Context: an optimization exercise on an open-source flow, tuned for small area. The choices shown serve that exercise and are no tape-out recipe. Where RTL was checked, it was by simulation tests only, not by an equivalence proof against the original. For runs 1 to 4, only the layout was checked, not whether the RTL still works. Power and IR drop assume default switching activity.

==> flow/design.v <==
package dispatch_pkg;
  localparam int ROB_IDX_W = 4;
  typedef logic [31:0]          addr_t;
  typedef logic [31:0]          data_t;
  typedef logic [31:0]          instr_t;
  typedef logic [ROB_IDX_W-1:0] rob_idx_t;
  typedef logic [4:0]           reg_idx_t;
  typedef logic [3:0]           rs_op_t;
  typedef logic [1:0]           rob_op_t;
  typedef logic [2:0]           instr_class_t;
  localparam logic [6:0] OPC_R     = 7'b0110011;
  localparam logic [6:0] OPC_I     = 7'b0010011;
  localparam logic [6:0] OPC_B     = 7'b1100011;
  localparam logic [6:0] OPC_LUI   = 7'b0110111;
  localparam logic [6:0] OPC_AUIPC = 7'b0010111;
  localparam logic [6:0] OPC_JAL   = 7'b1101111;
  localparam logic [6:0] OPC_JALR  = 7'b1100111;
  localparam logic [2:0] F3_ADD_SUB = 3'b000;
  localparam logic [2:0] F3_SLL     = 3'b001;
  localparam logic [2:0] F3_SLT     = 3'b010;
  localparam logic [2:0] F3_SLTU    = 3'b011;
  localparam logic [2:0] F3_XOR     = 3'b100;
  localparam logic [2:0] F3_SRL_SRA = 3'b101;
  localparam logic [2:0] F3_OR      = 3'b110;
  localparam logic [2:0] F3_AND     = 3'b111;
  localparam logic [2:0] F3_BEQ  = 3'b000;
  localparam logic [2:0] F3_BNE  = 3'b001;
  localparam logic [2:0] F3_BLT  = 3'b100;
  localparam logic [2:0] F3_BGE  = 3'b101;
  localparam logic [2:0] F3_BLTU = 3'b110;
  localparam logic [2:0] F3_BGEU = 3'b111;
  localparam logic [6:0] F7_BASE = 7'b0000000;
  localparam logic [6:0] F7_ALT  = 7'b0100000;  
  localparam rs_op_t RS_ADD  = 4'd0;
  localparam rs_op_t RS_SUB  = 4'd1;
  localparam rs_op_t RS_SLL  = 4'd2;
  localparam rs_op_t RS_SLT  = 4'd3;
  localparam rs_op_t RS_SLTU = 4'd4;
  localparam rs_op_t RS_XOR  = 4'd5;
  localparam rs_op_t RS_SRL  = 4'd6;
  localparam rs_op_t RS_SRA  = 4'd7;
  localparam rs_op_t RS_OR   = 4'd8;
  localparam rs_op_t RS_AND  = 4'd9;
  localparam rs_op_t RS_BEQ  = 4'd10;
  localparam rs_op_t RS_BNE  = 4'd11;
  localparam rs_op_t RS_BLT  = 4'd12;
  localparam rs_op_t RS_BGE  = 4'd13;
  localparam rs_op_t RS_BLTU = 4'd14;
  localparam rs_op_t RS_BGEU = 4'd15;
  localparam rob_op_t ROB_REG = 2'd0;
  localparam rob_op_t ROB_BR  = 2'd1;
  localparam instr_class_t CLS_NONE   = 3'd0;
  localparam instr_class_t CLS_ALU_R  = 3'd1;
  localparam instr_class_t CLS_ALU_I  = 3'd2;
  localparam instr_class_t CLS_BRANCH = 3'd3;
  localparam instr_class_t CLS_LUI    = 3'd4;
  localparam instr_class_t CLS_AUIPC  = 3'd5;
  localparam instr_class_t CLS_JAL    = 3'd6;
  localparam instr_class_t CLS_JALR   = 3'd7;
endpackage
`timescale 1ns/1ps
module operand_bypass (
  input  logic                   rs1_busy,
  input  dispatch_pkg::rob_idx_t rs1_dep,
  input  dispatch_pkg::data_t    rs1_val,
  input  logic                   rs2_busy,
  input  dispatch_pkg::rob_idx_t rs2_dep,
  input  logic                   cdb_en,
  input  dispatch_pkg::rob_idx_t cdb_rob_idx,
  input  dispatch_pkg::data_t    cdb_val,
  output logic                   op1_pend,
  output dispatch_pkg::data_t    op1_raw,       
  output logic                   op2_pend,
  output logic                   op2_use_reg,   
  output logic                   op2_use_cdb    
);
  logic hit1, hit2;
  assign hit1 = cdb_en && (rs1_dep == cdb_rob_idx);
  assign hit2 = cdb_en && (rs2_dep == cdb_rob_idx);
  assign op1_pend    = rs1_busy && !hit1;
  assign op2_pend    = rs2_busy && !hit2;
  assign op2_use_reg = !rs2_busy;
  assign op2_use_cdb = rs2_busy && hit2;
  ao22 #(.W(32)) u_op1_raw (
    .s0(!rs1_busy), .d0(rs1_val),
    .s1(rs1_busy), .d1(cdb_val),
    .y(op1_raw)
  );
endmodule
`timescale 1ns/1ps
module instr_decode (
  input  dispatch_pkg::instr_t if_instr,
  input  dispatch_pkg::addr_t  if_pc,
  input  dispatch_pkg::data_t  op1_raw,     
  output logic                 is_alu_r,
  output logic                 is_alu_i,
  output logic                 is_branch,
  output logic                 is_lui,
  output logic                 is_auipc,
  output logic                 is_jal,
  output logic                 is_jalr,
  output dispatch_pkg::rs_op_t rs_op,
  output logic                 imm_sx,      
  output logic                 imm_mid,     
  output dispatch_pkg::addr_t  pc_plus4,
  output dispatch_pkg::addr_t  sum
);
  logic [6:0] opcode;
  logic [2:0] funct3;
  logic       f7_alt;
  logic       shift;
  dispatch_pkg::data_t add_a;
  dispatch_pkg::data_t add_b;
  assign opcode = if_instr[6:0];
  assign funct3 = if_instr[14:12];
  assign f7_alt = (if_instr[31:25] == dispatch_pkg::F7_ALT);
  assign is_alu_r  = (opcode == dispatch_pkg::OPC_R);
  assign is_alu_i  = (opcode == dispatch_pkg::OPC_I);
  assign is_branch = (opcode == dispatch_pkg::OPC_B);
  assign is_lui    = (opcode == dispatch_pkg::OPC_LUI);
  assign is_auipc  = (opcode == dispatch_pkg::OPC_AUIPC);
  assign is_jal    = (opcode == dispatch_pkg::OPC_JAL);
  assign is_jalr   = (opcode == dispatch_pkg::OPC_JALR);
  always_comb begin
    if (is_branch) begin
      case (funct3)
        dispatch_pkg::F3_BNE:  rs_op = dispatch_pkg::RS_BNE;
        dispatch_pkg::F3_BLT:  rs_op = dispatch_pkg::RS_BLT;
        dispatch_pkg::F3_BGE:  rs_op = dispatch_pkg::RS_BGE;
        dispatch_pkg::F3_BLTU: rs_op = dispatch_pkg::RS_BLTU;
        dispatch_pkg::F3_BGEU: rs_op = dispatch_pkg::RS_BGEU;
        default:               rs_op = dispatch_pkg::RS_BEQ;
      endcase
    end else begin
      case (funct3)
        dispatch_pkg::F3_ADD_SUB: rs_op = (is_alu_r && f7_alt) ? dispatch_pkg::RS_SUB : dispatch_pkg::RS_ADD;
        dispatch_pkg::F3_SLL:     rs_op = dispatch_pkg::RS_SLL;
        dispatch_pkg::F3_SLT:     rs_op = dispatch_pkg::RS_SLT;
        dispatch_pkg::F3_SLTU:    rs_op = dispatch_pkg::RS_SLTU;
        dispatch_pkg::F3_XOR:     rs_op = dispatch_pkg::RS_XOR;
        dispatch_pkg::F3_SRL_SRA: rs_op = f7_alt ? dispatch_pkg::RS_SRA : dispatch_pkg::RS_SRL;
        dispatch_pkg::F3_OR:      rs_op = dispatch_pkg::RS_OR;
        default:                  rs_op = dispatch_pkg::RS_AND;
      endcase
    end
  end
  assign shift   = (funct3 == dispatch_pkg::F3_SLL) || (funct3 == dispatch_pkg::F3_SRL_SRA);
  assign imm_mid = !shift;
  assign imm_sx  = !shift && (funct3 != dispatch_pkg::F3_SLTU) && if_instr[31];
  inc30 u_inc (.a(if_pc[31:2]), .y(pc_plus4[31:2]));
  assign pc_plus4[1:0] = if_pc[1:0];
  logic u_type, j_type, b_type, i_type;
  assign u_type = !opcode[6];                            
  assign j_type = opcode[3];                             
  assign b_type = !opcode[2];                            
  assign i_type = opcode[6] && !opcode[3] && opcode[2];  
  ao22 #(.W(32)) u_add_a (
    .s0(i_type), .d0(op1_raw),
    .s1(!i_type && !(u_type && opcode[5])), .d1(if_pc),
    .y(add_a)
  );
  logic b_uj, b_i;
  assign b_uj = u_type || j_type;
  assign add_b[0]     = i_type && if_instr[20];
  ao22 #(.W(4)) u_b4 (
    .s0(opcode[6] && b_type), .d0(if_instr[11:8]),
    .s1(opcode[6] && !b_type), .d1(if_instr[24:21]),
    .y(add_b[4:1]));
  assign add_b[10:5]  = {6{opcode[6]}} & if_instr[30:25];
  assign add_b[11]    = u_type ? 1'b0 : b_type ? if_instr[7] : j_type ? if_instr[20] : if_instr[31];
  ao22 #(.W(8)) u_b12 (
    .s0(b_uj), .d0(if_instr[19:12]),
    .s1(!b_uj), .d1({8{if_instr[31]}}),
    .y(add_b[19:12]));
  ao22 #(.W(11)) u_b20 (
    .s0(u_type), .d0(if_instr[30:20]),
    .s1(!u_type), .d1({11{if_instr[31]}}),
    .y(add_b[30:20]));
  assign add_b[31]    = if_instr[31];
  add32 u_add (.a(add_a), .b(add_b), .s(sum));
endmodule
module add32 (
  input  logic [31:0] a,
  input  logic [31:0] b,
  output logic [31:0] s
);
  logic [31:0] ap, ag, c;
  assign ap = a ^ b;
  assign ag = a & b;
  always_comb begin
    logic cb;
    cb = 1'b0;
    for (int j = 0; j < 32; j += 3) begin
      logic gg, pp, cr;
      gg = 1'b0;
      pp = 1'b1;
      cr = cb;
      for (int i = j; i < j + 3 && i < 32; i++) begin
        c[i] = cr;
        cr = ag[i] | (ap[i] & cr);
        gg = ag[i] | (ap[i] & gg);
        pp = pp & ap[i];
      end
      cb = gg | (pp & cb);
    end
  end
  assign s = ap ^ c;
endmodule
module inc30 (
  input  logic [29:0] a,
  output logic [29:0] y
);
  logic [29:0] c;
  always_comb begin
    logic cb;
    cb = 1'b1;
    for (int j = 0; j < 30; j += 4) begin
      logic cr, ba;
      cr = cb;
      ba = 1'b1;
      for (int i = j; i < j + 4 && i < 30; i++) begin
        c[i] = cr;
        cr = cr & a[i];
        ba = ba & a[i];
      end
      cb = cb & ba;
    end
  end
  assign y = a ^ c;
endmodule
`timescale 1ns/1ps
module ao22_1 (
  input  logic s0, d0, s1, d1,
  output logic y
);
  assign y = (s0 && d0) || (s1 && d1);
endmodule
module ao222_1 (
  input  logic s0, d0, s1, d1, s2, d2,
  output logic y
);
  assign y = (s0 && d0) || (s1 && d1) || (s2 && d2);
endmodule
module ao2222_1 (
  input  logic s0, d0, s1, d1, s2, d2, s3, d3,
  output logic y
);
  assign y = (s0 && d0) || (s1 && d1) || (s2 && d2) || (s3 && d3);
endmodule
module ao2212_1 (
  input  logic s0, d0, s1, d1, t2, s3, d3,
  output logic y
);
  assign y = (s0 && d0) || (s1 && d1) || t2 || (s3 && d3);
endmodule
module mux2_1 (
  input  logic s, d0, d1,
  output logic y
);
  assign y = s ? d1 : d0;
endmodule
module mux2 #(parameter int W = 32) (
  input  logic         s,
  input  logic [W-1:0] d0,
  input  logic [W-1:0] d1,
  output logic [W-1:0] y
);
  for (genvar i = 0; i < W; i++) begin : g
    mux2_1 u (.s(s), .d0(d0[i]), .d1(d1[i]), .y(y[i]));
  end
endmodule
module ao22 #(parameter int W = 32) (
  input  logic         s0,
  input  logic [W-1:0] d0,
  input  logic         s1,
  input  logic [W-1:0] d1,
  output logic [W-1:0] y
);
  for (genvar i = 0; i < W; i++) begin : g
    ao22_1 u (.s0(s0), .d0(d0[i]), .s1(s1), .d1(d1[i]), .y(y[i]));
  end
endmodule
module ao222 #(parameter int W = 32) (
  input  logic         s0,
  input  logic [W-1:0] d0,
  input  logic         s1,
  input  logic [W-1:0] d1,
  input  logic         s2,
  input  logic [W-1:0] d2,
  output logic [W-1:0] y
);
  for (genvar i = 0; i < W; i++) begin : g
    ao222_1 u (.s0(s0), .d0(d0[i]), .s1(s1), .d1(d1[i]), .s2(s2), .d2(d2[i]), .y(y[i]));
  end
endmodule
module dispatch_regs (
  input  logic                   clk,
  input  logic                   rst,
  input  logic                   roll_back,
  input  logic                   if_in_en,
  input  logic                   jump,
  input  dispatch_pkg::addr_t    if_pc,
  input  dispatch_pkg::instr_t   if_instr,
  input  logic                   is_alu_r,
  input  logic                   is_alu_i,
  input  logic                   is_branch,
  input  logic                   is_lui,
  input  logic                   is_auipc,
  input  logic                   is_jal,
  input  logic                   is_jalr,
  input  dispatch_pkg::rs_op_t   rs_op,
  input  logic                   imm_sx,
  input  logic                   imm_mid,
  input  dispatch_pkg::addr_t    pc_plus4,
  input  dispatch_pkg::addr_t    sum,
  input  logic                   op1_pend,
  input  logic                   op2_pend,
  input  dispatch_pkg::data_t    op1_raw,
  input  logic                   op2_use_reg,
  input  logic                   op2_use_cdb,
  input  dispatch_pkg::data_t    rs2_val,
  input  dispatch_pkg::data_t    cdb_val,
  input  dispatch_pkg::rob_idx_t rs1_dep,
  input  dispatch_pkg::rob_idx_t rs2_dep,
  input  dispatch_pkg::rob_idx_t rob_idx_nxt,
  output logic                   stall_reset,
  output dispatch_pkg::addr_t    new_pc,
  output dispatch_pkg::rob_idx_t stall_rob_idx,
  output logic                   rf_en,
  output logic                   rs_en,
  output dispatch_pkg::rs_op_t   rs_op_out,
  output dispatch_pkg::data_t    rs_vj,
  output logic                   rs_qj_en,
  output dispatch_pkg::rob_idx_t rs_qj,
  output dispatch_pkg::data_t    rs_vk,
  output logic                   rs_qk_en,
  output dispatch_pkg::rob_idx_t rs_qk,
  output dispatch_pkg::rob_idx_t rs_rob_idx,
  output logic                   rob_en,
  output dispatch_pkg::rob_idx_t rob_idx,
  output logic                   rob_ready,
  output logic                   rob_op_br,
  output dispatch_pkg::reg_idx_t rob_dest,
  output dispatch_pkg::data_t    rob_val,
  output logic                   rob_jump,
  output dispatch_pkg::addr_t    rob_pc,
  output dispatch_pkg::addr_t    rob_alt_pc
);
  logic run;           
  logic disp;          
  logic is_rs;
  logic has_result;
  logic rd_nz;
  logic redirect;
  dispatch_pkg::reg_idx_t rd;
  logic ld_any, kp_any;      
  logic ld_rs, kp_rs;        
  logic ld_vk_reg, ld_vk_cdb, ld_vk_lo, ld_vk_mid, ld_vk_hi;
  logic ld_npc_p4, ld_npc_sum, kp_npc;
  logic ld_stall, kp_stall;
  logic ld_val_p4, ld_val_sum, kp_val;
  logic ld_alt_p4, ld_alt_sum, kp_alt;
  assign rd         = if_instr[11:7];
  assign run        = !(rst || roll_back);
  assign is_rs      = is_alu_r || is_alu_i || is_branch;
  assign has_result = is_lui || is_auipc || is_jal || is_jalr;
  assign disp       = if_in_en && (is_rs || has_result);
  assign rd_nz      = (rd != 5'd0);
  assign redirect   = is_branch || is_jal || (is_jalr && !op1_pend);
  assign ld_any     = run && disp;
  assign kp_any     = run && !disp;
  assign ld_rs      = ld_any && is_rs;
  assign kp_rs      = run && !(disp && is_rs);
  assign ld_vk_reg  = ld_rs && !is_alu_i && op2_use_reg;
  assign ld_vk_cdb  = ld_rs && !is_alu_i && op2_use_cdb;
  assign ld_vk_lo   = ld_rs && is_alu_i;
  assign ld_vk_mid  = ld_rs && is_alu_i && imm_mid;
  assign ld_vk_hi   = ld_rs && is_alu_i && imm_sx;
  assign ld_npc_p4  = ld_any && is_branch && !jump;
  assign ld_npc_sum = ld_any && redirect && !(is_branch && !jump);
  assign kp_npc     = run && !(disp && redirect);
  assign ld_stall   = ld_any && is_jalr && op1_pend;
  assign kp_stall   = run && !(disp && is_jalr && op1_pend);
  assign ld_val_p4  = ld_any && (is_branch || is_jal || is_jalr);
  assign ld_val_sum = ld_any && (is_lui || is_auipc);
  assign kp_val     = run && !(disp && !is_alu_r && !is_alu_i);
  assign ld_alt_p4  = ld_any && is_branch && jump;
  assign ld_alt_sum = ld_any && is_branch && !jump;
  assign kp_alt     = run && !(disp && is_branch);
  dispatch_pkg::addr_t    new_pc_d, rob_pc_d, rob_val_d, rob_alt_pc_d;
  dispatch_pkg::data_t    rs_vj_d, rs_vk_d;
  dispatch_pkg::rob_idx_t stall_rob_idx_d, rs_qj_d, rs_qk_d, rs_rob_idx_d;
  dispatch_pkg::rs_op_t   rs_op_d;
  dispatch_pkg::reg_idx_t rob_dest_d;
  logic                   rob_ready_d, rob_op_br_d, rob_jump_d, rs_qj_en_d, rs_qk_en_d;
  ao222 #(.W(31)) u_new_pc (
    .s0(ld_npc_p4), .d0(pc_plus4[31:1]), .s1(ld_npc_sum), .d1(sum[31:1]),
    .s2(kp_npc), .d2(new_pc[31:1]), .y(new_pc_d[31:1]));
  ao22_1 u_new_pc0 (
    .s0(ld_npc_p4 || (ld_npc_sum && !is_jalr)), .d0(if_pc[0]),
    .s1(kp_npc), .d1(new_pc[0]), .y(new_pc_d[0]));
  ao222 #(.W(30)) u_rob_val (
    .s0(ld_val_p4), .d0(pc_plus4[31:2]), .s1(ld_val_sum), .d1(sum[31:2]),
    .s2(kp_val), .d2(rob_val[31:2]), .y(rob_val_d[31:2]));
  ao22 #(.W(2)) u_rob_val_lo (
    .s0(ld_val_p4 || (ld_val_sum && is_auipc)), .d0(if_pc[1:0]),
    .s1(kp_val), .d1(rob_val[1:0]), .y(rob_val_d[1:0]));
  ao222 #(.W(31)) u_rob_alt_pc (
    .s0(ld_alt_p4), .d0(pc_plus4[31:1]), .s1(ld_alt_sum), .d1(sum[31:1]),
    .s2(kp_alt), .d2(rob_alt_pc[31:1]), .y(rob_alt_pc_d[31:1]));
  ao22_1 u_rob_alt_pc0 (
    .s0(ld_alt_p4 || ld_alt_sum), .d0(if_pc[0]),
    .s1(kp_alt), .d1(rob_alt_pc[0]), .y(rob_alt_pc_d[0]));
  ao22 #(.W(32)) u_rob_pc (
    .s0(ld_any), .d0(if_pc), .s1(kp_any), .d1(rob_pc), .y(rob_pc_d));
  ao22 #(.W(5)) u_rob_dest (
    .s0(ld_any), .d0(rd), .s1(kp_any), .d1(rob_dest), .y(rob_dest_d));
  ao22 #(.W(3)) u_rob_flags (
    .s0(ld_any), .d0({has_result, is_branch, is_branch && jump}),
    .s1(kp_any), .d1({rob_ready, rob_op_br, rob_jump}),
    .y({rob_ready_d, rob_op_br_d, rob_jump_d}));
  ao22 #(.W(4)) u_stall_rob_idx (
    .s0(ld_stall), .d0(rs1_dep), .s1(kp_stall), .d1(stall_rob_idx), .y(stall_rob_idx_d));
  ao22 #(.W(32)) u_rs_vj (
    .s0(ld_rs && !op1_pend), .d0(op1_raw), .s1(kp_rs), .d1(rs_vj), .y(rs_vj_d));
  ao22 #(.W(17)) u_rs_small (
    .s0(ld_rs), .d0({rs_op, rs1_dep, rs2_dep, rob_idx_nxt, op1_pend}),
    .s1(kp_rs), .d1({rs_op_out, rs_qj, rs_qk, rs_rob_idx, rs_qj_en}),
    .y({rs_op_d, rs_qj_d, rs_qk_d, rs_rob_idx_d, rs_qj_en_d}));
  ao22_1 u_rs_qk_en (
    .s0(ld_rs && !is_alu_i), .d0(op2_pend), .s1(kp_rs), .d1(rs_qk_en), .y(rs_qk_en_d));
  for (genvar i = 0; i < 32; i++) begin : g_vk
    if (i >= 12) begin : g_hi
      ao2212_1 u (.s0(ld_vk_reg), .d0(rs2_val[i]), .s1(ld_vk_cdb), .d1(cdb_val[i]),
                  .t2(ld_vk_hi), .s3(kp_rs), .d3(rs_vk[i]), .y(rs_vk_d[i]));
    end else begin : g_lo
      ao2222_1 u (.s0(ld_vk_reg), .d0(rs2_val[i]), .s1(ld_vk_cdb), .d1(cdb_val[i]),
                  .s2(i >= 5 ? ld_vk_mid : ld_vk_lo), .d2(if_instr[20+i]),
                  .s3(kp_rs), .d3(rs_vk[i]), .y(rs_vk_d[i]));
    end
  end
  always_ff @(posedge clk) begin
    rob_idx <= rob_idx_nxt;
  end
  always_ff @(posedge clk) begin
    stall_reset   <= ld_any && redirect;
    rf_en         <= ld_any && !is_branch && rd_nz;
    rs_en         <= ld_rs;
    rob_en        <= ld_any && (!has_result || rd_nz);
    new_pc        <= new_pc_d;
    stall_rob_idx <= stall_rob_idx_d;
    rob_ready     <= rob_ready_d;
    rob_op_br     <= rob_op_br_d;
    rob_jump      <= rob_jump_d;
    rob_dest      <= rob_dest_d;
    rob_pc        <= rob_pc_d;
    rob_val       <= rob_val_d;
    rob_alt_pc    <= rob_alt_pc_d;
    rs_op_out     <= rs_op_d;
    rs_vj         <= rs_vj_d;
    rs_qj_en      <= rs_qj_en_d;
    rs_qj         <= rs_qj_d;
    rs_vk         <= rs_vk_d;
    rs_qk_en      <= rs_qk_en_d;
    rs_qk         <= rs_qk_d;
    rs_rob_idx    <= rs_rob_idx_d;
  end
endmodule
`timescale 1ns/1ps
module decode_dispatch (
  input  logic                   clk,
  input  logic                   rst,
  input  logic                   roll_back,
  input  logic                   if_in_en,
  input  dispatch_pkg::addr_t    if_pc,
  input  dispatch_pkg::instr_t   if_instr,
  input  logic                   jump,
  input  logic                   rs1_busy,
  input  dispatch_pkg::rob_idx_t rs1_dep,
  input  dispatch_pkg::data_t    rs1_val,
  input  logic                   rs2_busy,
  input  dispatch_pkg::rob_idx_t rs2_dep,
  input  dispatch_pkg::data_t    rs2_val,
  input  logic                   cdb_en,
  input  dispatch_pkg::rob_idx_t cdb_rob_idx,
  input  dispatch_pkg::data_t    cdb_val,
  input  dispatch_pkg::rob_idx_t rob_idx_nxt,
  output logic                   stall_reset,
  output dispatch_pkg::addr_t    new_pc,
  output dispatch_pkg::rob_idx_t stall_rob_idx,
  output logic                   rf_en,
  output dispatch_pkg::reg_idx_t rf_dest,
  output dispatch_pkg::rob_idx_t rf_rob_idx,
  output logic                   rs_en,
  output dispatch_pkg::rs_op_t   rs_op_out,
  output dispatch_pkg::data_t    rs_vj,
  output logic                   rs_qj_en,
  output dispatch_pkg::rob_idx_t rs_qj,
  output dispatch_pkg::data_t    rs_vk,
  output logic                   rs_qk_en,
  output dispatch_pkg::rob_idx_t rs_qk,
  output dispatch_pkg::rob_idx_t rs_rob_idx,
  output logic                   rob_en,
  output dispatch_pkg::rob_idx_t rob_idx,
  output logic                   rob_ready,
  output dispatch_pkg::rob_op_t  rob_op,
  output dispatch_pkg::reg_idx_t rob_dest,
  output dispatch_pkg::data_t    rob_val,
  output logic                   rob_jump,
  output dispatch_pkg::addr_t    rob_pc,
  output dispatch_pkg::addr_t    rob_alt_pc
);
  logic                 op1_pend;
  logic                 op2_pend;
  dispatch_pkg::data_t  op1_raw;
  logic                 op2_use_reg, op2_use_cdb;
  logic                 imm_sx, imm_mid;
  logic                 is_alu_r, is_alu_i, is_branch, is_lui, is_auipc, is_jal, is_jalr;
  dispatch_pkg::rs_op_t rs_op;
    dispatch_pkg::addr_t  pc_plus4;
  dispatch_pkg::addr_t  sum;
  logic                 rob_op_br;
  operand_bypass u_operand_bypass (
    .rs1_busy(rs1_busy), .rs1_dep(rs1_dep), .rs1_val(rs1_val),
    .rs2_busy(rs2_busy), .rs2_dep(rs2_dep),
    .cdb_en(cdb_en), .cdb_rob_idx(cdb_rob_idx), .cdb_val(cdb_val),
    .op1_pend(op1_pend), .op1_raw(op1_raw),
    .op2_pend(op2_pend), .op2_use_reg(op2_use_reg), .op2_use_cdb(op2_use_cdb)
  );
  instr_decode u_instr_decode (
    .if_instr(if_instr), .if_pc(if_pc), .op1_raw(op1_raw),
    .is_alu_r(is_alu_r), .is_alu_i(is_alu_i), .is_branch(is_branch), .is_lui(is_lui),
    .is_auipc(is_auipc), .is_jal(is_jal), .is_jalr(is_jalr),
    .rs_op(rs_op), .imm_sx(imm_sx), .imm_mid(imm_mid), .pc_plus4(pc_plus4), .sum(sum)
  );
  dispatch_regs u_dispatch_regs (
    .clk(clk), .rst(rst), .roll_back(roll_back), .if_in_en(if_in_en), .jump(jump),
    .if_pc(if_pc), .if_instr(if_instr),
    .is_alu_r(is_alu_r), .is_alu_i(is_alu_i), .is_branch(is_branch), .is_lui(is_lui),
    .is_auipc(is_auipc), .is_jal(is_jal), .is_jalr(is_jalr),
    .rs_op(rs_op), .imm_sx(imm_sx), .imm_mid(imm_mid), .pc_plus4(pc_plus4), .sum(sum),
    .op1_pend(op1_pend), .op2_pend(op2_pend), .op1_raw(op1_raw),
    .op2_use_reg(op2_use_reg), .op2_use_cdb(op2_use_cdb), .rs2_val(rs2_val), .cdb_val(cdb_val),
    .rs1_dep(rs1_dep), .rs2_dep(rs2_dep), .rob_idx_nxt(rob_idx_nxt),
    .stall_reset(stall_reset), .new_pc(new_pc), .stall_rob_idx(stall_rob_idx),
    .rf_en(rf_en), .rs_en(rs_en), .rs_op_out(rs_op_out), .rs_vj(rs_vj), .rs_qj_en(rs_qj_en),
    .rs_qj(rs_qj), .rs_vk(rs_vk), .rs_qk_en(rs_qk_en), .rs_qk(rs_qk),
    .rs_rob_idx(rs_rob_idx), .rob_en(rob_en), .rob_idx(rob_idx),
    .rob_ready(rob_ready), .rob_op_br(rob_op_br), .rob_dest(rob_dest), .rob_val(rob_val),
    .rob_jump(rob_jump), .rob_pc(rob_pc), .rob_alt_pc(rob_alt_pc)
  );
  assign rob_op     = {1'b0, rob_op_br};
  assign rf_dest    = rob_dest;
  assign rf_rob_idx = rob_idx;
endmodule
==> flow/flow/run.sh <==
#!/bin/bash
# Standard ORFS layout with two changes: the port buffers use the smallest
# buffer cell, and the clock tree uses few, large sink clusters and no dummy loads.
export BUFFER_PORTS_ARGS="-buffer_cell sky130_fd_sc_hd__buf_1"
export CTS_ARGS="-sink_clustering_enable -repair_clock_nets -dont_use_dummy_load -sink_clustering_size 16 -sink_clustering_max_diameter 60 -buf_list {sky130_fd_sc_hd__clkbuf_4 sky130_fd_sc_hd__clkbuf_8}"
bash standard.sh > standard.log 2>&1
==> flow/standard.sh <==
#!/bin/bash
# synth_recipe.tcl (not shown) runs the flow's synth.tcl, then flattens the netlist and writes it again
# the make line also repeats each setting of config.mk as NAME=value (left out here)
make -C /OpenROAD-flow-scripts/flow DESIGN_CONFIG=/design/flow/config.mk WORK_HOME=/design/flow/orfs CLKGATE_MAP_FILE= SYNTH_SCRIPT=/design/flow/synth_recipe.tcl "${@:-finish}"
==> flow/config.mk <==
export PLATFORM = sky130hd
export DESIGN_NAME = decode_dispatch
export DESIGN_NICKNAME = decode_dispatch
export VERILOG_FILES = /design/flow/design.v
export SDC_FILE = /design/flow/constraint.sdc
export NUM_CORES = 4
export LEC_CHECK = 0
export CAP_MARGIN = 0
export CORE_MARGIN = 2
export CORE_UTILIZATION = 65
export PLACE_DENSITY = 0.75
export SETUP_SLACK_MARGIN = -0.3
export SLEW_MARGIN = 0
export SYNTH_HIERARCHICAL = 1
export SYNTH_MINIMUM_KEEP_SIZE = 0
==> flow/constraint.sdc <==
create_clock -name core_clock -period 5.0 [get_ports {clk}]
set_input_delay 1.0000 -clock core_clock [delete_from_list [all_inputs] [get_ports {clk}]]
set_output_delay 1.0000 -clock core_clock [all_outputs]
set_load 0.01 [all_outputs]
==> impl.org, run 1 <==
** Status
- Run status :: timing/DRC/antenna clean

** Critical path
- Launch point of the worst path :: rs1_busy
- STA puts the critical path data arrival time at ~5.2 ns.
- In this run the critical register-to-register path is launched from u_dispatch_regs.new_pc[7].
- The setup check on the worst reg-to-reg path leaves a slack of 4.12 ns.
- Along the worst path, the maximum fanout reaches 4.
- Startpoint-to-endpoint class of the critical path :: input pin to flop
- The worst setup path is launched from an input pin.
- Crit end category :: flop
- Cells on worst reg2reg path :: 2
- Critical path required time :: 5.42 ns

** STA
- Final worst path period need :: ~4.8 ns
- Unrepaired setup endpoints after global routing :: no
- Worst Clk Skew :: 0 ns
- Hold timing on the final database bottoms out at a slack of approximately 0.48 ns.
- For the final routed database, the setup TNS stands at 0 ns.
- Count of final setup violators :: 0
- Dividing the final minimum period by the clock period gives 0.956.
- Derived from the worst setup path, the maximum achievable clock frequency is 0.209 GHz.
- The max-slew violation count came to 0.
- Slew HR :: 0.0185
- PnR worst setup slack :: 0.218 ns
- Worst Tran Pin Value :: 1.47 ns
- Final Hold Vio Count :: 0

** Die
- The die covers about 17000 sq um.
- Die extent in x :: 131 microns
- In this run the vertical extent of the chip is roughly 130 microns.
- The initial utilization of the core area, before any placement, comes to 0.663.
- In this run the count of I/O pins placed on the die edge is between 400 and 500.
- The total area inside the core boundary comes to between 15000 and 20000 sq um.
- After floorplanning, the core was divided into 46 placement rows.

** Yosys
- Post-synth design cell area :: approximately 11000 sq um
- Post-Synthesis Net Count :: 1246
- Cells after Synth :: 991
- Yosys Warn Count :: 10
- Average size of a mapped cell :: approximately 11 sq um

** Routing
- Overall routed net length :: 39400 microns
- DRT antenna net count :: 0
- Detailed Route Iter0 Violations :: 1882
- Average wire per cell in the routed design :: 23.5 microns
- The detailed router placed 11300 vias in this run.
- For this run, the detailed router's first-pass iteration total came to 10.
- Post-detailed-route DRC marker count :: 0
- Via density per instance :: 6.75

** Min path
- Worst min path class :: flop to flop
- Start point of the worst hold path :: u_dispatch_regs.rob_pc[21]
- Depth of the worst hold-timing path :: 1

** Placement
- OpenSTA, run right after detailed placement, puts the worst setup slack at -0.227 ns.
- Count of buffers from port buffering :: 422
- Area after detailed placement :: between 10000 and 15000 sq um
- Routability cong. :: ~0.98
- DPL Wire Length :: between 20000 and 30000 microns

** Run
- Across the run, the number of max-cap violations was 0.

** CTS
- CTS H-tree depth :: 1
- Clock root cell :: sky130_fd_sc_hd__clkbuf_8
- Number of buffers added for setup after CTS :: 0
- Buffer depth of the longest clock path :: 3
- Number of buffers created by CTS :: 18
- For this design, the CTS-stage hold fixing added 0 buffers.
- TritonCTS clock tree :: yes
- CTS resizes :: 0
- Skew-Pair Late Insertion Delay :: around 0.52 ns
- Sinks on the clock net :: 230
- Clock slew at the register clock pins of the worst setup and hold paths :: 0.10 ns

** GRT
- GRT overflow :: 0
- Antenna violations before repair :: 0
- In the global route stage, overall resource usage came out at 0.436.
- Via count of the first global-routing pass :: between 10000 and 15000
- The first global-routing pass estimated between 50000 and 60000 microns of wire.
- Entering global routing, the biggest net connects 55 pins.

** Layout
- The repair_antennas step left the layout with diodes totalling 0.
- For this run, the post-layout net count is roughly 1700.
- Count of fill cells added during filler insertion :: 1089
- After routing the design area is 12900 sq um.
- Area grow syn2layout :: 22.8%
- Layout cell share with drive strength beyond 1 :: 0.0617
- For this run, the share of the core covered by cells in the final layout is 0.815.

** Pwr
- Largest vdd supply drop :: 0.251 mV
- Areal power density over the cells :: 259 nW/um^2
- LEAKAGE :: 5.94 nW
[flip-flops by register name (all words and copies together) (netlist names), 4 cells and up]
register	flops
u_dispatch_regs.new_pc	32
u_dispatch_regs.rob_alt_pc	32
u_dispatch_regs.rob_pc	32
u_dispatch_regs.rob_val	32
u_dispatch_regs.rs_vj	32
u_dispatch_regs.rs_vk	32
u_dispatch_regs.rob_dest	5
u_dispatch_regs.rob_idx	4
u_dispatch_regs.rs_op_out	4
u_dispatch_regs.rs_qj	4
u_dispatch_regs.rs_qk	4
u_dispatch_regs.rs_rob_idx	4
u_dispatch_regs.stall_rob_idx	4
[worst max-delay path, cell delays in order]
cell	delay, ns
sky130_fd_sc_hd__clkbuf_2	0.14
sky130_fd_sc_hd__inv_1	0.10
sky130_fd_sc_hd__a22o_1	0.27
sky130_fd_sc_hd__a22o_1	0.23
sky130_fd_sc_hd__ha_1	0.21
sky130_fd_sc_hd__fa_1	0.41
sky130_fd_sc_hd__fa_1	0.41
sky130_fd_sc_hd__a21oi_1	0.16
sky130_fd_sc_hd__o21a_1	0.20
sky130_fd_sc_hd__o31ai_1	0.10
sky130_fd_sc_hd__or3_1	0.32
sky130_fd_sc_hd__a221o_1	0.35
sky130_fd_sc_hd__fa_1	0.39
sky130_fd_sc_hd__fa_1	0.38
sky130_fd_sc_hd__xor2_1	0.18
sky130_fd_sc_hd__a222oi_1	0.26
sky130_fd_sc_hd__inv_1	0.08
[layout by cell type, fill, tap and decap left out, drive strengths merged, types with 6 or more instances in the layout]
master and n:
and2 14, clkbuf 19, a222oi 92, fa 21, and3 6, ha 50, inv 111, buf 464
nand2 42, a22oi 45, nor3 14, dfxtp 230, nand3 10, xor2 21, a21o 7, or2 7
a21oi 37, nor2 20, a22o 185, o21ai 8
[final cells by class]
| class | count | area [sq um] | share of cell area |
|---|---|---|---|
| tap | 216 | 270 | 0.0209 |
| timing repair buffer | 465 | 1930 | 0.149 |
| multi-input combinational | 634 | 5470 | 0.423 |
| clock buffer | 18 | 248 | 0.0191 |
| inverter | 111 | 417 | 0.0322 |
| sequential | 230 | 4600 | 0.356 |
[metal layers]
metal  wire length, microns  GRT usage
met1                  13900      0.538
met2                  18400      0.723
met3                   4730     0.0845
met4                   2360      0.235
met5                      0          0
[stage by stage]
stage | power (mW) | std cells
floorplan | 2.21 | 991
global placement | 2.44 | 1656
detailed placement | 2.46 | 1656
CTS | 3.34 | 1674
global route | 3.45 | 1674
finish | 3.36 | 1674
[where the power goes]
part	internal, mW	switching [mW]
combinational	0.228	0.374
clock	0.326	0.587
sequential	1.84	0.00356
[worst paths after layout]
path	endpoint
min	u_dispatch_regs.rob_pc[21]
max	u_dispatch_regs.rob_alt_pc[26]
max reg2reg	u_dispatch_regs.new_pc[7]
min reg2reg	u_dispatch_regs.rob_pc[21]
==> run 2: changes to the inputs <==
--- a/flow/config.mk
+++ b/flow/config.mk
@@ -8,8 +8,8 @@
 export CAP_MARGIN = 0
 export CORE_MARGIN = 2
 export CORE_UTILIZATION = 65
+export GPL_TIMING_DRIVEN = 0
 export PLACE_DENSITY = 0.75
-export SETUP_SLACK_MARGIN = -0.3
 export SLEW_MARGIN = 0
 export SYNTH_HIERARCHICAL = 1
 export SYNTH_MINIMUM_KEEP_SIZE = 0
==> impl.org, run 2 <==
** Critical path
- The critical path is of the input pin to flop type.
- Element type at the critical path start :: input pin
- The worst endpoint required time came to 5.42 ns (about the same).
- Crit end category :: flop
- The startpoint identified for the worst register-to-register timing path is u_dispatch_regs.rob_alt_pc[4].
- The signal arrival time at the worst endpoint is 5.31 ns (+0.11 ns).
- Launch point of the worst path :: rs1_busy
- R2r setup slk :: 4.09 ns (-0.03 ns)
- The largest fanout on the critical path is 34 (+30).

** STA
- Max Fclk :: 0.204 GHz (-2.3%)
- The measured slew at the worst slew-check pin came to 1.26 ns (-0.203 ns).
- The post-route clock period utilization came to 0.979 (+0.0227).
- Unrepaired setup endpoints after global routing :: no
- Count of final setup violators :: 0 (unchanged)
- The number of endpoints with negative hold slack in the final report is 0 (unchanged).
- Worst Clk Skew :: 0 ns (unchanged)
- The final critical-path required period came to 4.90 ns (+0.113 ns).
- The max-slew violation count came to 0 (unchanged).
- Sum Neg Setup Slack :: 0 ns (unchanged)
- Slew HR :: 0.155 (+0.137)
- The final worst-path setup slack was 0.105 ns (-0.113 ns).

** GRT
- Via count of the first global-routing pass :: 10500 (-3.9%)
- The maximum number of pins on one net before global-route repair is 43 (-22%).
- The overall routing resource usage came to 0.436 (about the same).
- The initial antenna violation count was 1 (+1).
- GRT overflow :: 0 (unchanged)
- The wire length of the first global-routing pass was 59300 microns (-1.1%).

** Layout
- Layout cell share with drive strength beyond 1 :: 0.0665 (+0.00475)
- Count of fill cells added during filler insertion :: 1087 (-0.18%)
- Utilization after layout :: 0.818 (+0.00323)
- Area grow syn2layout :: 23.3%
- The top cell types in the final layout, fill and taps aside, are sky130_fd_sc_hd__buf_1, sky130_fd_sc_hd__dfxtp_1, sky130_fd_sc_hd__a22o_1, sky130_fd_sc_hd__inv_1, sky130_fd_sc_hd__a222oi_1.
- The sequential standard cell area was 4600 sq um (unchanged).
- The number of nets at the end of the flow came to 1701 (-0.82%).
- Most common cell after layout, fill and taps aside :: sky130_fd_sc_hd__buf_1
- The total area of multi-input combinational cells came to 5540 sq um (+1.4%).

** CTS
- The number of levels the H-tree was split into is 1 (unchanged).
- TritonCTS built the clock tree.
- Sinks on the clock net :: 230 (unchanged)
- Clock slew at the register clock pins of the worst setup and hold paths :: 0.10 ns (about the same)
- # hold bufs at CTS :: 0 (unchanged)
- The number of buffers added by the clock tree synthesis step came to 18 (unchanged).
- Buffer depth of the longest clock path :: 3 (unchanged)
- Clock root cell :: sky130_fd_sc_hd__clkbuf_8
- Skew-Pair Late Insertion Delay :: 0.53 ns (about the same)

** Yosys
- The total nets after synthesis is 1246 (unchanged).
- Average size of a mapped cell :: 10.6 sq um (unchanged)
- Post-synth design cell area :: 10500 sq um (unchanged)
- Cells after Synth :: 991 (unchanged)
- The number of warnings issued by yosys is 10 (unchanged).

** Routing
- DRT antenna net count :: 0 (unchanged)
- The routed wirelength normalized by instance count was 24.1 microns (+2.3%).
- Overall routed net length :: 40000 microns (+1.5%)
- Number of detailed-route iterations in the first pass :: 10 (unchanged)
- In this run the top signal layer used is met4.
- Met3 WL post-DR :: 5020 microns (+6.1%)
- DR WL met2 :: 18300 microns (-0.12%)
- Post-detailed-route DRC marker count :: 0 (unchanged)
- Vias after detailed routing :: 11400 (+0.41%)
- The detailed-route vias per instance was 6.84 (+1.2%).
- The wire length the detailed router placed on met1 was 14000 microns (+0.99%).
- Detailed Route Iter0 Violations :: 1915 (+1.8%)

** Die
- The row count was 46 (unchanged).
- Die H :: 131 microns (unchanged)
- The number of placed I/O pins came to 424 (unchanged).
- The starting density of the core is 0.663 (unchanged).
- Core Box Area :: 15900 sq um (unchanged)
- The total die area is 17200 sq um (unchanged).
- Die extent in x :: 131 microns (unchanged)

** Pwr
- The register share of total power was 0.548 (about the same).
- The maximum resistive drop on vdd was 0.239 mV (-4.9%).
- The power density of the placed cells is 258 nW/um^2 (-0.34%).
- The total design power is 3.36 mW (about the same).
- Internal power :: 2.39 mW (about the same)
- The fraction of power spent switching nets came to 0.288 (+0.000781).
- Part of the power in the clock network :: 0.271 (about the same)
- The combinational fraction of design power came to 0.181 (+0.002).
- Switching power :: 0.968 mW (+0.33%)
- The static leakage is 5.88 nW (-0.93%).

** Min path
- The startpoint identified for the worst hold timing path is u_dispatch_regs.rob_pc[11].
- In this run the worst hold path is classified as flop to flop.

** Placement
- Count of buffers from port buffering :: 421 (-0.24%)
- Routability cong. :: 0.906 (-7.4%)
- The worst setup timing slack at the placement stage came to -1.67 ns (-1.44 ns).
- DPL Wire Length :: 28500 microns (-2.8%)

** Status
- Run status :: timing/DRC/antenna clean

** Run
- Count of max-cap constraint violations :: 0 (unchanged)
==> run 2: worst paths after layout <==
kind | end | cells after the start
max | u_dispatch_regs.rob_val[26] | 17
min reg2reg | u_dispatch_regs.rob_pc[11] | 1
max reg2reg | u_dispatch_regs.rob_alt_pc[4] | 2
min | u_dispatch_regs.rob_pc[11] | 1
==> run 2: cell type report <==
class                           count  area share
Buffer                             15     0.00953
Sequential cell                   230       0.354
Antenna cell                        1    0.000193
Multi-Input combinational cell    636       0.427
Clock buffer                       18      0.0191
Timing Repair Buffer              433       0.136
Tap cell                          216      0.0208
Inverter                          111      0.0328
Timing Repair inverter              1    0.000578
==> run 2: worst max-delay path, stage by stage <==
cell,delay (ns)
sky130_fd_sc_hd__buf_12,0.21
sky130_fd_sc_hd__clkinvlp_4,0.20
sky130_fd_sc_hd__a22o_1,0.30
sky130_fd_sc_hd__a22o_1,0.23
sky130_fd_sc_hd__ha_2,0.19
sky130_fd_sc_hd__fa_2,0.39
sky130_fd_sc_hd__fa_2,0.40
sky130_fd_sc_hd__a21oi_2,0.14
sky130_fd_sc_hd__o21a_1,0.22
sky130_fd_sc_hd__o31ai_2,0.11
sky130_fd_sc_hd__or3_1,0.34
sky130_fd_sc_hd__a221o_1,0.32
sky130_fd_sc_hd__fa_2,0.34
sky130_fd_sc_hd__fa_2,0.37
sky130_fd_sc_hd__xor2_2,0.19
sky130_fd_sc_hd__a222oi_1,0.28
sky130_fd_sc_hd__inv_1,0.08
==> run 2: repair_timing <==
item | CTS | global route
setup buffers | 4 | 0
pin swaps | 2 | 0
gates resized for setup | 9 | 4
setup endpoints to repair | 76 | 8
cloned | 3 | 0
hold endpoints to repair | 0 | 0
==> run 2: metrics by stage <==
step,cell area [sq um],hold slack [ns],cells
finish,13000,0.476,1661
floorplan,10600,0.441,991
detailed placement,12600,0.451,1636
global placement,12500,0.450,1628
CTS,13000,0.479,1660
global route,13000,0.487,1661
==> run 2: metal layers <==
layer	GRT usage	up-vias
li1	-	4840
met1	0.542	5325
met2	0.709	1021
met3	0.0787	167
met4	0.263	0
met5	0	-
==> run 2: power by group through the flow <==
| stage | logic (mW) | clock network, mW | registers, mW |
|---|---|---|---|
| floorplan | 0.336 | 0 | 1.89 |
| global placement | 0.547 | 0 | 1.88 |
| detailed placement | 0.573 | 0 | 1.88 |
| CTS | 0.587 | 0.903 | 1.84 |
| global route | 0.644 | 0.962 | 1.84 |
| finish | 0.608 | 0.909 | 1.84 |
==> run 3: changes to the inputs <==
--- a/flow/config.mk
+++ b/flow/config.mk
@@ -7,9 +7,8 @@
 export LEC_CHECK = 0
 export CAP_MARGIN = 0
 export CORE_MARGIN = 2
-export CORE_UTILIZATION = 65
-export GPL_TIMING_DRIVEN = 0
-export PLACE_DENSITY = 0.75
+export CORE_UTILIZATION = 55
+export PLACE_DENSITY = 0.7
 export SLEW_MARGIN = 0
 export SYNTH_HIERARCHICAL = 1
 export SYNTH_MINIMUM_KEEP_SIZE = 0
==> impl.org, run 3 <==
** CTS
- The post-CTS setup repair buffer count was 0 (-4).
- CTS resizes :: 0 (-9)
- Buffer depth of the longest clock path :: 3 (unchanged)
- Sinks on the clock net :: 230 (unchanged)
- TritonCTS clock tree :: yes
- Skew-Pair Late Insertion Delay :: 0.53 ns (about the same)
- CTS H-tree depth :: 1 (unchanged)
- # hold bufs at CTS :: 0 (unchanged)
- The tree is rooted in a sky130_fd_sc_hd__clkbuf_8.
- Number of buffers created by CTS :: 19 (+1)
- The clock transition time at the flip-flop clock pins of the worst setup and hold paths is 0.09 ns (about the same).

** Pwr
- LEAKAGE :: 5.94 nW (+0.91%)
- Largest vdd supply drop :: 0.216 mV (-9.6%)
- The total design power is 3.39 mW (+1.1%).
- The power density of the placed cells came to 261 nW/um^2 (+1.1%).

** STA
- Unrepaired setup endpoints after global routing :: no
- The max-slew violation count came to 0 (unchanged).
- The post-route clock period utilization came to 0.907 (-0.0721).
- Final worst path period need :: 4.53 ns (-0.361 ns)
- Slew HR :: 0.178 (+0.0227)
- PnR worst setup slack :: 0.465 ns (+0.361 ns)
- The final worst clock skew came to 0 ns (unchanged).
- Worst Tran Pin Value :: 1.23 ns (-0.0322 ns)
- The fmax was 0.221 GHz (+8.0%).
- The number of endpoints with negative hold slack in the final report is 0 (unchanged).
- Count of final setup violators :: 0 (unchanged)

** Critical path
- The total buffers and inverters traversed by the critical path was 3 (unchanged).
- The signal arrival time at the worst endpoint was 4.94 ns (-0.37 ns).
- Startpoint-to-endpoint class of the critical path :: input pin to flop
- The critical path's largest stage delay is 0.38 ns (-0.02 ns).
- Crit end category :: flop
- The signal on the critical path passes through clkbuf_2, inv_1, a22o_1, a22o_1, ha_2, fa_2, fa_2, a21oi_2, o21a_1, o31ai_2, or3_1, a221o_1, fa_2, fa_2, xor2_2, a222oi_1, inv_1.
- The largest individual stage delay along the critical path comes from the cell sky130_fd_sc_hd__fa_2.
- The worst setup path is launched from an input pin.
- Count of cell instances traversed by the critical path :: 17 (unchanged)
- Cells on worst reg2reg path :: 2 (unchanged)
- Critical path required time :: 5.41 ns (about the same)
- Worst-path maximum fanout :: 4 (-88%)
- The most numerous cell type found on the critical path is sky130_fd_sc_hd__fa_2.
- The kind of cell with the highest combined delay along the critical path is adder cells.

** Layout
- The count of fill cells added during filler insertion is 1599 (+47%).
- The final cell count without fillers was 1692 (+1.9%).
- Utilization after layout :: 0.693 (-0.125)
- The area overhead of the layout relative to synthesis is 23.4% (about the same).
- Layout cell share with drive strength beyond 1 :: 0.0679 (+0.00142)
- The number of nets at the end of the flow came to 1715 (+0.82%).
- Most common cell after layout, fill and taps aside :: sky130_fd_sc_hd__buf_1
- In the layout the commonest cells are sky130_fd_sc_hd__buf_1, sky130_fd_sc_hd__dfxtp_1, sky130_fd_sc_hd__a22o_1, sky130_fd_sc_hd__inv_1, sky130_fd_sc_hd__a222oi_1.
- Diode count :: 0 (-1)

** Die
- Number of primary I/O pins :: 424 (unchanged)
- The floorplan die height is 142 microns (+8.4%).
- The area of the core came to 18800 sq um (+18%).
- The row count is 50 (+8.7%).
- Die extent in x :: 142 microns (+8.4%)
- Starting utilization of the core area :: 0.561 (-0.102)
- The total die area came to 20300 sq um (+18%).

** Routing
- The post-route antenna net violation count is 0 (unchanged).
- Number of detailed-route iterations in the first pass :: 8 (-2)
- The total via count in the routed design was 10900 (-4.2%).
- Post-detailed-route DRC marker count :: 0 (unchanged)
- The detailed-route vias per instance came to 6.43 (-6.0%).
- Detailed Route Iter0 Violations :: 1474 (-23%)
- The final wirelength is 40000 microns (about the same).
- Average wire per cell in the routed design :: 23.6 microns (-1.7%)

** Min path
- The min-delay analysis places its worst path in the category flop to flop.
- The depth of the worst hold-timing path is 1 (unchanged).

** Placement
- Routability cong. :: 0.925 (+2.1%)
- Cell total after placement :: 1673 (+2.3%)
- Count of buffers from port buffering :: 422 (+0.24%)
- DP Worst Slack :: -0.0266 ns (+1.65 ns)
- DPL Wire Length :: 29800 microns (+4.8%)

** Yosys
- The post-synthesis cell count came to 991 (unchanged).
- Yosys Warn Count :: 10 (unchanged)
- Post-synth design cell area :: 10500 sq um (unchanged)
- Post-Synthesis Net Count :: 1246 (unchanged)
- The mean cell area of the mapped netlist came to 10.6 sq um (unchanged).

** GRT
- GRT overflow :: 0 (unchanged)
- The maximum number of pins on one net before global-route repair was 83 (+93%).
- The initial antenna violation count is 0 (-1).
- The overall routing resource usage is 0.367 (-0.0686).
- Via count of the first global-routing pass :: 9768 (-7.3%)
- First-pass GRT wire length :: 57500 microns (-3.0%)

** Status
- The run finished with no timing, DRC or antenna violations.

** Run
- The number of violations of the max-capacitance limit is 0 (unchanged).
run 3: cell type report:
type	instances	area (sq um)	area share
Timing Repair Buffer	464	1930	0.148
Sequential cell	230	4600	0.354
Inverter	111	419	0.0322
Clock buffer	19	262	0.0201
Multi-Input combinational cell	634	5500	0.423
Tap cell	234	293	0.0225
run 3: report_power, final:
part           total (mW)  internal (mW)  switching, mW
sequential           1.84           1.84        0.00335
clock               0.944          0.342          0.601
combinational       0.611          0.232          0.379
total                3.39           2.41          0.984
run 3: metal layers:
| layer | share of wire | up-vias | global-route usage | wire [microns] |
|---|---|---|---|---|
| li1 | - | 4852 | - | - |
| met2 | 0.48 | 637 | 0.611 | 19100 |
| met1 | 0.40 | 5296 | 0.492 | 15900 |
| met5 | 0 | - | 0 | 0 |
| met3 | 0.092 | 90 | 0.0582 | 3680 |
| met4 | 0.031 | 0 | 0.117 | 1230 |
run 3: path summary, 6_finish.rpt:
| kind | endpoint | slack [ns] | from |
|---|---|---|---|
| setup / recovery | u_dispatch_regs.rob_val[26] | 0.47 | rs1_busy |
| hold / removal | u_dispatch_regs.rob_pc[7] | 0.47 | u_dispatch_regs.rob_pc[7] |
| setup reg to reg | u_dispatch_regs.new_pc[28] | 4.15 | u_dispatch_regs.new_pc[28] |
| hold reg to reg | u_dispatch_regs.rob_pc[7] | 0.47 | u_dispatch_regs.rob_pc[7] |
run 3: stage by stage:
| stage | hold slack, ns | area (sq um) | setup TNS [ns] |
|---|---|---|---|
| 3_5_place_dp | 0.451 | 12700 | -0.0346 |
| 4_1_cts | 0.473 | 13000 | 0 |
| 6_report | 0.469 | 13000 | 0 |
| 5_1_grt | 0.484 | 13000 | 0 |
| 2_1_floorplan | 0.441 | 10600 | -0.245 |
| 3_3_place_gp | 0.450 | 12700 | 0 |
==> run 4: changes to the inputs <==
==> flow/flow/run.sh (replaced) <==
#!/bin/bash
# The standard ORFS layout (standard.sh, unchanged synthesis) with two
# settings passed through the environment:
#  - the port buffers use the smallest buffer cell (buf_1);
#  - the clock tree clusters up to 18 flip-flops per clkbuf_8 leaf buffer and
#    adds no dummy loads.
# make's output goes to standard.log; each ORFS step writes its own log under
# orfs/logs/.
export BUFFER_PORTS_ARGS="-buffer_cell sky130_fd_sc_hd__buf_1"
export CTS_ARGS="-sink_clustering_enable -repair_clock_nets -dont_use_dummy_load -sink_clustering_size 18 -sink_clustering_max_diameter 60 -buf_list {sky130_fd_sc_hd__clkbuf_8}"
bash standard.sh > standard.log 2>&1
--- a/flow/config.mk
+++ b/flow/config.mk
@@ -7,8 +7,8 @@
 export LEC_CHECK = 0
 export CAP_MARGIN = 0
 export CORE_MARGIN = 2
-export CORE_UTILIZATION = 55
-export PLACE_DENSITY = 0.7
+export CORE_UTILIZATION = 65
+export PLACE_DENSITY = 0.75
 export SLEW_MARGIN = 0
 export SYNTH_HIERARCHICAL = 1
 export SYNTH_MINIMUM_KEEP_SIZE = 0
==> impl.org, run 4 <==
** CTS
- Clock slew at the register clock pins of the worst setup and hold paths :: 0.10 ns (about the same)
- TritonCTS built the clock tree.
- The tree is rooted in a sky130_fd_sc_hd__clkbuf_8.
- CTS resizes :: 0 (unchanged)
- The post-CTS setup repair buffer count came to 0 (unchanged).
- Number of buffers created by CTS :: 17 (-2)
- CTS H-tree depth :: 1 (unchanged)
- The largest buffer count on any clock path was 3 (unchanged).
- The hold buffer count at CTS was 0 (unchanged).
- The number of clock sinks is 230 (unchanged).
- Skew-Pair Late Insertion Delay :: 0.53 ns (about the same)

** Critical path
- Startpoint-to-endpoint class of the critical path :: input pin to flop
- Cells on worst reg2reg path :: 2 (unchanged)
- The largest fanout on the critical path came to 9 (+5).
- The minimum setup slack among reg-to-reg paths came to 4.15 ns (about the same).
- Launch point of the worst path :: if_instr[6]
- Crit end category :: flop
- Critical path required time :: 5.41 ns (about the same)
- Element type at the critical path start :: input pin
- The signal arrival time at the worst endpoint is 4.97 ns (+0.03 ns).
- The startpoint identified for the worst register-to-register timing path is u_dispatch_regs.rob_val[22].

** Placement
- Routability cong. :: 0.960 (+3.8%)
- The standard cell area after detailed placement is 12700 sq um (-0.35%).
- DP Worst Slack :: -0.0655 ns (-0.0389 ns)
- DPL Wire Length :: 29000 microns (-2.7%)
- Count of buffers from port buffering :: 422 (unchanged)

** Pwr
- The design internal power came to 2.37 mW (-1.6%).
- The power density of the placed cells was 258 nW/um^2 (-1.3%).
- LEAKAGE :: 5.91 nW (-0.43%)
- Largest vdd supply drop :: 0.222 mV (+2.9%)
- Total power :: 3.33 mW (-1.9%)
- Fraction of power spent switching nets :: 0.288 (-0.00228)
- Portion of total power attributed to combinational logic :: 0.181 (about the same)
- Part of the power in the clock network :: 0.267 (-0.011)
- The register share of total power came to 0.552 (+0.010).
- The switching component of the power was 0.958 mW (-2.6%).

** Layout
- The number of nets at the end of the flow is 1711 (-0.23%).
- Count of fill cells added during filler insertion :: 1107 (-31%)
- The sequential standard cell area is 4600 sq um (unchanged).
- Utilization after layout :: 0.814 (+0.121)
- The share of cells above drive strength 1 is 0.0653 (-0.00256).
- Commonest cells after routing, fill and taps aside :: sky130_fd_sc_hd__buf_1, sky130_fd_sc_hd__dfxtp_1, sky130_fd_sc_hd__a22o_1, sky130_fd_sc_hd__inv_1, sky130_fd_sc_hd__a222oi_1
- Area of the multi-input gates :: 5490 sq um (-0.14%)
- The post-route cell area is 12900 sq um (-0.56%).
- Area grow syn2layout :: 22.7%
- Most common cell after layout, fill and taps aside :: sky130_fd_sc_hd__buf_1
- Diode count :: 0 (unchanged)

** STA
- The measured slew at the worst slew-check pin came to 0.944 ns (-0.286 ns).
- The worst hold-check slack was 0.481 ns (+0.0117 ns).
- Final worst path period need :: 4.56 ns (+0.0286 ns)
- The fmax came to 0.219 GHz (-0.63%).
- The max-slew violation count is 0 (unchanged).
- Worst Clk Skew :: 0 ns (unchanged)
- The number of setup violations in the final report came to 0 (unchanged).
- Slew HR :: 0.371 (+0.193)
- Final Hold Vio Count :: 0 (unchanged)
- PnR worst setup slack :: 0.437 ns (-0.0286 ns)
- Crit share post-route :: 0.913 (+0.00572)
- Unrepaired setup endpoints after global routing :: no

** Status
- The run finished with no timing, DRC or antenna violations.

** GRT
- GRT overflow :: 0 (unchanged)
- The maximum number of pins on one net before global-route repair was 53 (-36%).
- The overall routing resource usage was 0.427 (+0.0598).
- Via count of the first global-routing pass :: 10700 (+9.3%)
- Antenna violations before repair :: 0 (unchanged)
- The wire length of the first global-routing pass came to 58700 microns (+2.0%).

** Die
- The floorplan die width came to 131 microns (-7.8%).
- The area of the core is 15900 sq um (-15%).
- The row count is 46 (-8.0%).
- The number of placed I/O pins is 424 (unchanged).
- The floorplan die height was 131 microns (-7.8%).
- The total die area came to 17200 sq um (-15%).
- The starting density of the core was 0.663 (+0.102).

** Routing
- Vias after detailed routing :: 11300 (+3.6%)
- The final wirelength is 39000 microns (-2.4%).
- Via density per instance :: 6.75 (+5.0%)
- Post-detailed-route DRC marker count :: 0 (unchanged)
- The post-route antenna net violation count is 0 (unchanged).
- The violation count after the first detailed-routing iteration came to 2046 (+39%).
- The routed wirelength normalized by instance count is 23.4 microns (-1.1%).
- The length of the first detailed-routing pass in iterations was 10 (+2).

** Yosys
- The total nets after synthesis is 1246 (unchanged).
- Cells after Synth :: 991 (unchanged)
- Average size of a mapped cell :: 10.6 sq um (unchanged)
- The number of warnings issued by yosys was 10 (unchanged).
- Post-synth design cell area :: 10500 sq um (unchanged)

** Min path
- The min-delay analysis places its worst path in the category flop to flop.
- In this run the most critical hold path is launched from u_dispatch_regs.rob_pc[18].
- Depth of the worst hold-timing path :: 1 (unchanged)

** Run
- The number of violations of the max-capacitance limit came to 0 (unchanged).
==> run 4: final cells by class <==
type / count / share of cell area
Clock buffer: 17 / 0.0181
Tap cell: 216 / 0.0209
Timing Repair Buffer: 462 / 0.148
Sequential cell: 230 / 0.356
Inverter: 111 / 0.0324
Multi-Input combinational cell: 634 / 0.425
==> run 4: metal layers <==
metal | global-route usage | vias to the layer above | share of wire
met2 | 0.698 | 915 | 0.46
met5 | 0 | - | 0
met1 | 0.535 | 5335 | 0.35
met3 | 0.0833 | 171 | 0.13
met4 | 0.231 | 0 | 0.063
li1 | - | 4849 | -
==> run 4: critical path, cell delays in order <==
cell	delay (ns)
sky130_fd_sc_hd__buf_1	0.17
sky130_fd_sc_hd__inv_1	0.16
sky130_fd_sc_hd__nor2_1	0.25
sky130_fd_sc_hd__buf_4	0.22
sky130_fd_sc_hd__inv_1	0.17
sky130_fd_sc_hd__a22o_1	0.28
sky130_fd_sc_hd__ha_1	0.36
sky130_fd_sc_hd__a21o_1	0.20
sky130_fd_sc_hd__a31oi_2	0.17
sky130_fd_sc_hd__nand2_1	0.08
sky130_fd_sc_hd__or3_1	0.39
sky130_fd_sc_hd__a221o_1	0.32
sky130_fd_sc_hd__fa_2	0.34
sky130_fd_sc_hd__fa_2	0.36
sky130_fd_sc_hd__xor2_2	0.17
sky130_fd_sc_hd__a222oi_1	0.27
sky130_fd_sc_hd__inv_1	0.08
==> run 4: power by group through the flow <==
stage | clock network, mW | logic [mW] | registers (mW)
6_report | 0.888 | 0.603 | 1.84
5_1_grt | 0.944 | 0.641 | 1.84
4_1_cts | 0.887 | 0.584 | 1.84
3_5_place_dp | 0 | 0.579 | 1.88
3_3_place_gp | 0 | 0.565 | 1.88
2_1_floorplan | 0 | 0.336 | 1.89
==> run 4: worst paths after layout <==
path,to
setup / recovery,u_dispatch_regs.rob_val[26]
hold / removal,u_dispatch_regs.rob_pc[18]
setup reg to reg,u_dispatch_regs.rob_val[22]
hold reg to reg,u_dispatch_regs.rob_pc[18]
==> run 4: stage by stage <==
stage | std cells | setup TNS [ns]
2_1_floorplan | 991 | -0.245
3_3_place_gp | 1653 | 0
3_5_place_dp | 1653 | -0.132
4_1_cts | 1670 | 0
5_1_grt | 1670 | 0
6_report | 1670 | 0
==> run 5: changes to the inputs <==
--- a/flow/design.v
+++ b/flow/design.v
@@ -393,24 +393,15 @@
   dispatch_pkg::rs_op_t   rs_op_d;
   dispatch_pkg::reg_idx_t rob_dest_d;
   logic                   rob_ready_d, rob_op_br_d, rob_jump_d, rs_qj_en_d, rs_qk_en_d;
-  ao222 #(.W(31)) u_new_pc (
-    .s0(ld_npc_p4), .d0(pc_plus4[31:1]), .s1(ld_npc_sum), .d1(sum[31:1]),
-    .s2(kp_npc), .d2(new_pc[31:1]), .y(new_pc_d[31:1]));
-  ao22_1 u_new_pc0 (
-    .s0(ld_npc_p4 || (ld_npc_sum && !is_jalr)), .d0(if_pc[0]),
-    .s1(kp_npc), .d1(new_pc[0]), .y(new_pc_d[0]));
-  ao222 #(.W(30)) u_rob_val (
-    .s0(ld_val_p4), .d0(pc_plus4[31:2]), .s1(ld_val_sum), .d1(sum[31:2]),
-    .s2(kp_val), .d2(rob_val[31:2]), .y(rob_val_d[31:2]));
-  ao22 #(.W(2)) u_rob_val_lo (
-    .s0(ld_val_p4 || (ld_val_sum && is_auipc)), .d0(if_pc[1:0]),
-    .s1(kp_val), .d1(rob_val[1:0]), .y(rob_val_d[1:0]));
-  ao222 #(.W(31)) u_rob_alt_pc (
-    .s0(ld_alt_p4), .d0(pc_plus4[31:1]), .s1(ld_alt_sum), .d1(sum[31:1]),
-    .s2(kp_alt), .d2(rob_alt_pc[31:1]), .y(rob_alt_pc_d[31:1]));
-  ao22_1 u_rob_alt_pc0 (
-    .s0(ld_alt_p4 || ld_alt_sum), .d0(if_pc[0]),
-    .s1(kp_alt), .d1(rob_alt_pc[0]), .y(rob_alt_pc_d[0]));
+  ao222 #(.W(32)) u_new_pc (
+    .s0(ld_npc_p4), .d0(pc_plus4), .s1(ld_npc_sum), .d1({sum[31:1], sum[0] && !is_jalr}),
+    .s2(kp_npc), .d2(new_pc), .y(new_pc_d));
+  ao222 #(.W(32)) u_rob_val (
+    .s0(ld_val_p4), .d0(pc_plus4), .s1(ld_val_sum), .d1(sum), .s2(kp_val), .d2(rob_val),
+    .y(rob_val_d));
+  ao222 #(.W(32)) u_rob_alt_pc (
+    .s0(ld_alt_p4), .d0(pc_plus4), .s1(ld_alt_sum), .d1(sum), .s2(kp_alt), .d2(rob_alt_pc),
+    .y(rob_alt_pc_d));
   ao22 #(.W(32)) u_rob_pc (
     .s0(ld_any), .d0(if_pc), .s1(kp_any), .d1(rob_pc), .y(rob_pc_d));
   ao22 #(.W(5)) u_rob_dest (
==> impl.org, run 5 <==
** Status
- The run finished with no timing, DRC or antenna violations.

** Die
- Row count :: 46 (unchanged)
- The floorplan die height was 131 microns (about the same).
- The number of placed I/O pins is 424 (unchanged).
- The total die area was 17300 sq um (+0.19%).

** Critical path
- Traced cell by cell, the critical path runs through clkbuf_2, inv_1, a22o_1, a22o_1, ha_1, fa_2, fa_2, a21oi_1, o21a_1, buf_4, o21ai_0, a21bo_2, fa_1, fa_1, xor2_1, a222oi_1, inv_1.
- Worst endpoint data arrival time :: 4.97 ns (about the same)
- The total buffers and inverters traversed by the critical path was 4 (-1).
- The worst endpoint required time was 5.42 ns (about the same).
- Element type at the critical path start :: input pin
- The worst setup path is of the input pin to flop kind.
- For this design, the slowest cell found on the critical path is sky130_fd_sc_hd__fa_1.

** Yosys
- The number of warnings issued by yosys came to 10 (unchanged).
- Post-Synthesis Net Count :: 1249 (+0.24%)
- The post-synthesis cell count was 994 (+0.30%).

** CTS
- TritonCTS built the clock tree.
- Buffer depth of the longest clock path :: 3 (unchanged)
- Clock root cell :: sky130_fd_sc_hd__clkbuf_8
- CTS H-tree depth :: 1 (unchanged)

** Routing
- The detailed-route vias per instance was 6.73 (-0.31%).
- Met3 WL post-DR :: 4630 microns (-6.4%)
- The residual DRC count was 0 (unchanged).
- Vias after detailed routing :: 11200 (-0.31%)
- Uppermost signal routing layer after detailed routing :: met4

** STA
- Crit share post-route :: 0.909 (-0.00313)
- Max Fclk :: 0.220 GHz (+0.34%)
- Setup repair after global routing left no endpoint under its margin.
- The final critical-path required period came to 4.55 ns (-0.0156 ns).
- The final worst clock skew was 0 ns (unchanged).
- Sum Neg Setup Slack :: 0 ns (unchanged)

** GRT
- Antenna violations before repair :: 2 (+2)

** Min path
- The startpoint identified for the worst hold timing path is u_dispatch_regs.rob_pc[25].

** Layout
- Layout cell share with drive strength beyond 1 :: 0.0613 (-0.00404)

** Placement
- The count of buffers from port buffering came to 422 (unchanged).
-- run 5: cell types whose count changed in the layout (fill, tap and decap cells not counted), moves of 3 or more --
| cell | change |
|---|---|
| sky130_fd_sc_hd__nor2_1 | +5 |
| sky130_fd_sc_hd__a222oi_1 | +4 |
| sky130_fd_sc_hd__a22o_1 | -4 |
| sky130_fd_sc_hd__inv_1 | +4 |
| sky130_fd_sc_hd__o21ai_0 | +4 |
| sky130_fd_sc_hd__nand2_1 | -3 |
| sky130_fd_sc_hd__nand3_1 | -3 |
| sky130_fd_sc_hd__or2_2 | -3 |
-- run 5: logic make-up (layout without fill, tap and decap cells) --
logic type | count (synthesis) | in the layout
compound gates | 400 | 400
flops | 230 | 230
buf+inv | 133 | 591
simple gates | 132 | 132
fa+ha+maj | 71 | 71
xor+xnor | 26 | 26
other cells | 1 | 3
mux | 1 | 1
-- run 5: worst reg2reg max path: cells and delay by family (launching register included) --
kind	cells	cell delay, ns
flops	1	0.34
compound gates	1	0.34
buf+inv	1	0.09
-- run 5: per-module statistics from Yosys (local to each module, per instance), excerpt --
module	copies in the design	area [sq um]	cells	flip-flops and latches
add32	1	1220	116	0
ao222_1	96	13.8	2	0
instr_decode	1	342	55	0
operand_bypass	1	114	15	0
ao2222_1	12	18.8	3	0
ao22_1	181	8.76	1	0
decode_dispatch	1	86.3	12	0
ao2212_1	20	16.3	3	0
inc30	1	440	46	0
dispatch_regs	1	4890	281	230
-- run 5: metrics by stage --
step           std cells  instance area [sq um]  setup WS (ns)
3_3_place_gp        1652                  12700         0.0755
4_1_cts             1668                  12900          0.453
6_report            1670                  12900          0.453
5_1_grt             1670                  12900          0.297
3_5_place_dp        1652                  12700        -0.0944
2_1_floorplan        994                  10600      0.0000986
-- run 5: final cells by class --
| class | instances | area (sq um) | share of cell area |
|---|---|---|---|
| Clock buffer | 16 | 220 | 0.0171 |
| Antenna cell | 2 | 5.00 | 0.000388 |
| Multi-Input combinational cell | 631 | 5480 | 0.424 |
| Tap cell | 216 | 270 | 0.0209 |
| Inverter | 114 | 428 | 0.0331 |
| Timing Repair Buffer | 461 | 1900 | 0.147 |
| Sequential cell | 230 | 4600 | 0.357 |
-- run 5: worst max-delay path by stage --
stage	startpoint	end	slack, ns	cells after the start
floorplan	if_instr[3]	u_dispatch_regs.rob_alt_pc[20]	0.0001	18
CTS	rs1_busy	u_dispatch_regs.rob_val[14]	0.45	17
global route	rs1_busy	u_dispatch_regs.rob_val[14]	0.30	17
finish	rs1_busy	u_dispatch_regs.rob_val[14]	0.45	17
global placement	rs1_busy	u_dispatch_regs.rob_val[20]	0.08	17
detailed placement	rs1_busy	u_dispatch_regs.rob_val[14]	-0.09	17
-- run 5: routing by layer --
metal	GRT usage	vias to the layer above
met5	0	-
met4	0.242	0
met3	0.0687	177
met2	0.715	931
met1	0.560	5284
li1	-	4843
-- run 5: power by group --
group          internal (mW)  switching, mW
combinational          0.227          0.379
sequential              1.84        0.00381
clock                  0.292          0.574

-- re-timing with driven ports --
In the flow no input, the clock included, has a driving cell. The finished layouts below were timed again as built, in two steps.
Step 1 sets driving cells, clkbuf_16 on the clock port and buf_2 on the other inputs (assumed; they add their load-dependent delay and slew).
Step 2 also shifts input and output timing later by t, the mid clock arrival at the registers, as if the neighbouring blocks saw the same clock.
a / b / c = no drivers / after step 1 / after step 2; a / b = the first two.
run | shift t [ns] | setup WS [ns]
run 1 | 0.556 | 0.218 / 0.230 / -0.327
run 2 | 0.564 | 0.105 / 0.085 / -0.478
run 3 | 0.565 | 0.465 / 0.488 / -0.077
run 4 | 0.560 | 0.437 / 0.427 / -0.134
run 5 | 0.558 | 0.453 / 0.467 / -0.091
Met with ideal ports but missed after step 2: setup timing in every run listed.
